This is an optimization exercise on Yosys and OpenROAD, whose aim is a short achievable clock period and few clock cycles, not a production implementation. No activity file was given, so power comes from the tool's default toggle rates.

== exp/delta ==
==> flow/design.v <==
`default_nettype none
package biquad_pkg;
    typedef enum logic [1:0] {
        ST_IDLE      = 2'd0,
        ST_FETCH     = 2'd1,
        ST_NEXT      = 2'd2,
        ST_WAIT_SWAP = 2'd3
    } loader_state_t;
    localparam int B0 = 0;
    localparam int B1 = 1;
    localparam int B2 = 2;
    localparam int A1 = 3;
    localparam int A2 = 4;
    localparam int DEFAULT_TIMEOUT = 255;
endpackage
`default_nettype wire
`default_nettype none
module biquad_coeff_bank #(
    parameter int  DATA_W = 64,
    parameter int  N_SECT = 4,
    parameter int  N_COEF = 5,
    localparam int N_WORDS = N_SECT * N_COEF,
    localparam int SECT_W = (N_SECT > 1) ? $clog2(N_SECT) : 1,
    localparam int IDX_W  = (N_COEF > 1) ? $clog2(N_COEF) : 1
) (
    input  logic               clk,
    input  logic               rst,
    input  logic [N_WORDS-1:0] i_wr_sel,     
    input  logic [DATA_W-1:0]  i_wr_dat,
    input  logic               i_swap,       
    input  logic               i_last_pend,  
    input  logic [SECT_W-1:0]  i_rd_sect,
    input  logic [IDX_W-1:0]   i_rd_idx,
    output logic [DATA_W-1:0]  o_rd_dat
);
    logic [DATA_W-1:0] r_bank0 [N_WORDS];
    logic [DATA_W-1:0] r_bank1 [N_WORDS];
    logic              r_sel;     
    logic              r_zero;    
    logic [DATA_W-1:0] r_rd_dat;
    logic [N_WORDS-1:0] w_hit;
    logic [DATA_W-1:0]  w_m0, w_m1, w_rd_act, w_rd_new, w_rd_nxt;
    always_comb begin
        for (int s = 0; s < N_SECT; s++)
            for (int c = 0; c < N_COEF; c++)
                w_hit[s*N_COEF + c] = (i_rd_sect == SECT_W'(s)) && (i_rd_idx == IDX_W'(c));
        w_m0 = '0;
        w_m1 = '0;
        for (int i = 0; i < N_WORDS; i++) begin
            w_m0 = w_m0 | ({DATA_W{w_hit[i]}} & r_bank0[i]);
            w_m1 = w_m1 | ({DATA_W{w_hit[i]}} & r_bank1[i]);
        end
        w_rd_act = r_zero ? '0 : (r_sel ? w_m1 : w_m0);
        if (i_last_pend && w_hit[N_WORDS-1])
            w_rd_new = i_wr_dat;
        else
            w_rd_new = r_sel ? w_m0 : w_m1;
        w_rd_nxt = i_swap ? w_rd_new : w_rd_act;
    end
    always_ff @(posedge clk) begin
        for (int i = 0; i < N_WORDS; i++) begin
            if (i_wr_sel[i] && r_sel)  r_bank0[i] <= i_wr_dat;
            if (i_wr_sel[i] && !r_sel) r_bank1[i] <= i_wr_dat;
        end
    end
    always_ff @(posedge clk or posedge rst) begin
        if (rst) begin
            r_sel    <= 1'b0;
            r_zero   <= 1'b1;
            r_rd_dat <= '0;
        end else begin
            r_sel    <= r_sel ^ i_swap;
            if (i_swap) r_zero <= 1'b0;
            r_rd_dat <= w_rd_nxt;
        end
    end
    assign o_rd_dat = r_rd_dat;
endmodule
`default_nettype wire
`default_nettype none
module wb_biquad_coeff_loader #(
    parameter int  DATA_W  = 64,
    parameter int  ADDR_W  = 9,
    parameter int  N_SECT  = 4,
    parameter int  N_COEF  = 5,
    parameter int  TIMEOUT = biquad_pkg::DEFAULT_TIMEOUT,
    localparam int SECT_W  = (N_SECT > 1) ? $clog2(N_SECT) : 1,
    localparam int IDX_W   = (N_COEF > 1) ? $clog2(N_COEF) : 1
) (
    input  logic              wb_clk_i,
    input  logic              wb_rst_i,
    output logic              coeff_wbm_cyc_o,
    output logic              coeff_wbm_stb_o,
    output logic [ADDR_W-1:0] coeff_wbm_adr_o,
    input  logic [DATA_W-1:0] coeff_wbm_dat_i,
    input  logic              coeff_wbm_ack_i,
    input  logic [ADDR_W-1:0] base_adr_i,
    input  logic              load_i,
    input  logic              sample_stb_i,
    input  logic [SECT_W-1:0] rd_sect_i,
    input  logic [IDX_W-1:0]  rd_idx_i,
    output logic [DATA_W-1:0] rd_dat_o,
    output logic              busy_o,
    output logic              done_o,
    output logic              err_o
);
    localparam int c_N_WORDS = N_SECT * N_COEF;
    localparam int TMO_W     = (TIMEOUT > 1) ? $clog2(TIMEOUT) : 1;
    localparam logic [TMO_W-1:0] c_TMO_LAST = TMO_W'(TIMEOUT - 1);
    logic                 r_busy;
    logic                 r_stb;      
    logic                 r_wait;     
    logic                 r_done;
    logic                 r_err;
    logic [ADDR_W-1:0]    r_adr;
    logic [c_N_WORDS-1:0] r_ptr;      
    logic [TMO_W-1:0]     r_tmo;      
    logic w_start, w_ack, w_last, w_last_ack, w_abort, w_swap;
    assign w_start    = load_i && !r_busy;
    assign w_ack      = r_stb && coeff_wbm_ack_i;
    assign w_last     = r_ptr[c_N_WORDS-1];
    assign w_last_ack = w_last && coeff_wbm_ack_i;
    assign w_abort    = r_stb && !coeff_wbm_ack_i && (r_tmo == c_TMO_LAST);
    assign w_swap     = (w_last_ack || r_wait) && sample_stb_i;
    always_ff @(posedge wb_clk_i or posedge wb_rst_i) begin
        if (wb_rst_i) begin
            r_busy <= 1'b0;
            r_stb  <= 1'b0;
            r_wait <= 1'b0;
            r_done <= 1'b0;
            r_err  <= 1'b0;
            r_adr  <= '0;
            r_ptr  <= '0;
            r_tmo  <= '0;
        end else begin
            r_done <= w_swap;
            if (w_start) begin
                r_busy <= 1'b1;
                r_stb  <= 1'b1;
                r_err  <= 1'b0;
                r_adr  <= base_adr_i;
                r_ptr  <= c_N_WORDS'(1);
                r_tmo  <= '0;
            end else if (r_stb) begin
                if (coeff_wbm_ack_i) begin
                    r_tmo <= '0;
                    if (r_ptr[c_N_WORDS-1]) begin
                        r_stb <= 1'b0;
                        r_ptr <= '0;
                        if (sample_stb_i) r_busy <= 1'b0;
                        else              r_wait <= 1'b1;
                    end else begin
                        r_adr <= r_adr + ADDR_W'(1);
                        r_ptr <= r_ptr << 1;
                    end
                end else if (r_tmo == c_TMO_LAST) begin
                    r_stb  <= 1'b0;
                    r_ptr  <= '0;
                    r_busy <= 1'b0;
                    r_err  <= 1'b1;
                end else begin
                    r_tmo <= r_tmo + TMO_W'(1);
                end
            end else if (r_wait && sample_stb_i) begin
                r_wait <= 1'b0;
                r_busy <= 1'b0;
            end
        end
    end
    biquad_coeff_bank #(
        .DATA_W (DATA_W),
        .N_SECT (N_SECT),
        .N_COEF (N_COEF)
    ) u_bank (
        .clk        (wb_clk_i),
        .rst        (wb_rst_i),
        .i_wr_sel   (r_ptr),
        .i_wr_dat   (coeff_wbm_dat_i),
        .i_swap     (w_swap),
        .i_last_pend(w_last),
        .i_rd_sect  (rd_sect_i),
        .i_rd_idx   (rd_idx_i),
        .o_rd_dat   (rd_dat_o)
    );
    assign coeff_wbm_adr_o = r_adr;
    assign coeff_wbm_cyc_o = r_stb;
    assign coeff_wbm_stb_o = r_stb;
    assign busy_o          = r_busy;
    assign done_o          = r_done;
    assign err_o           = r_err;
endmodule
`default_nettype wire
==> flow/config.mk <==
export PLATFORM = sky130hd
export DESIGN_NAME = wb_biquad_coeff_loader
export DESIGN_NICKNAME = wb_biquad_coeff_loader
export VERILOG_FILES = /design/flow/design.v
export SDC_FILE = /design/flow/constraint.sdc
export NUM_CORES = 4
export LEC_CHECK = 0
export ABC_CLOCK_PERIOD_IN_PS = 2000
export CAP_MARGIN = 20
export CORE_MARGIN = 2
export CORE_UTILIZATION = 55
export CTS_BUF_LIST = sky130_fd_sc_hd__clkbuf_16
export CTS_CLUSTER_DIAMETER = 70
export CTS_CLUSTER_SIZE = 34
export SETUP_SLACK_MARGIN = 3.3
export SLEW_MARGIN = 20
==> flow/constraint.sdc <==
create_clock -name core_clock -period 6.0 [get_ports {wb_clk_i}]
set_input_delay 1.2000 -clock core_clock [delete_from_list [all_inputs] [get_ports {wb_clk_i}]]
set_output_delay 1.2000 -clock core_clock [all_outputs]
set_load 0.01 [all_outputs]
run.sh (not shown) runs the stock make flow with config.mk's settings and CLKGATE_MAP_FILE= SYNTH_SCRIPT=/design/flow/synth_recipe.tcl, a recipe that flattens the netlist after the stock synthesis.
exp/delta: flow complete, layout not clean; failing: max-slew violations
Setup changes, exp/delta to exp/cedar
- CORE_UTILIZATION: 55 -> 60
- CTS_CLUSTER_SIZE: 34 -> 40
- CTS_CLUSTER_DIAMETER: 70 -> 55
Effective utilization at floorplan in exp/cedar vs exp/delta: up 5.2 points. exp/delta → exp/cedar: non-clock buffer count climbed about 5%, count of clock-buffer cells in the layout climbed 38, final area climbed about 1.3%, total power climbed 6.1%, wire length climbed about 1.8%. Proportion of layout cells with a drive suffix above 1 delta for exp/cedar relative to exp/delta: 1.5 points higher. Hold path depth: lower on exp/cedar. Compare exp/cedar and exp/delta | post-CTS setup buffer count lower: exp/cedar. exp/cedar completed end to end with timing, DRC and antenna clean.
Modified inputs, exp/fjord compared to exp/cedar
- CTS_CLUSTER_SIZE: 40 -> 36
- CTS_BUF_LIST: sky130_fd_sc_hd__clkbuf_16 -> sky130_fd_sc_hd__clkbuf_16 sky130_fd_sc_hd__clkbuf_8
- CORE_UTILIZATION: 60 -> 55
- CTS_CLUSTER_DIAMETER: 55 -> 50
--- outcome ---
Via count | exp/fjord below exp/cedar. Sort exp/cedar and exp/fjord by pre-CTS setup slack desc -> top: exp/cedar. Post-cts sizing count went down by a little under 10% going from exp/cedar to exp/fjord. The final design instance area without fill was comparable across exp/cedar and exp/fjord. exp/cedar consumes less power than exp/fjord. Per the comparison of exp/fjord with exp/cedar, area of the die went up, register-to-register slack went up, maximum frequency went up, sequential cell area did not really move. Compared with exp/cedar, exp/fjord has extra setup slack.
No functional check of the RTL was part of any run of this note.

[afterwards: timing with drivers on the ports]
How much do the figures lean on ideal ports? The routed layouts below were timed once more, with nothing changed but the port constraints. Step 1 assumes that a clkbuf_16 drives the clock port and a buf_2 every other input. Step 2 also shifts input and output timing later by t, the mid clock arrival at the registers, as if the neighbouring blocks saw the same clock. Slacks: no drivers / after step 1 / after step 2; pairs: no drivers / after step 1.
run	t (ns)	setup WS [ns]	hold slack, ns	worst setup path at the end	cell pins on the clock port's net
exp/delta	0.923	3.165 / 2.939 / 2.015	0.519 / 0.519 / 0.519	input to register	1
exp/cedar	0.947	3.084 / 2.947 / 2.000	0.507 / 0.507 / 0.507	input to register	1
exp/fjord	0.978	3.219 / 3.006 / 2.028	0.512 / 0.512 / 0.512	input to register	1
The setup slack of exp/fjord, which loses most, moves by -0.213 ns with the drivers and by -1.191 ns with both steps.
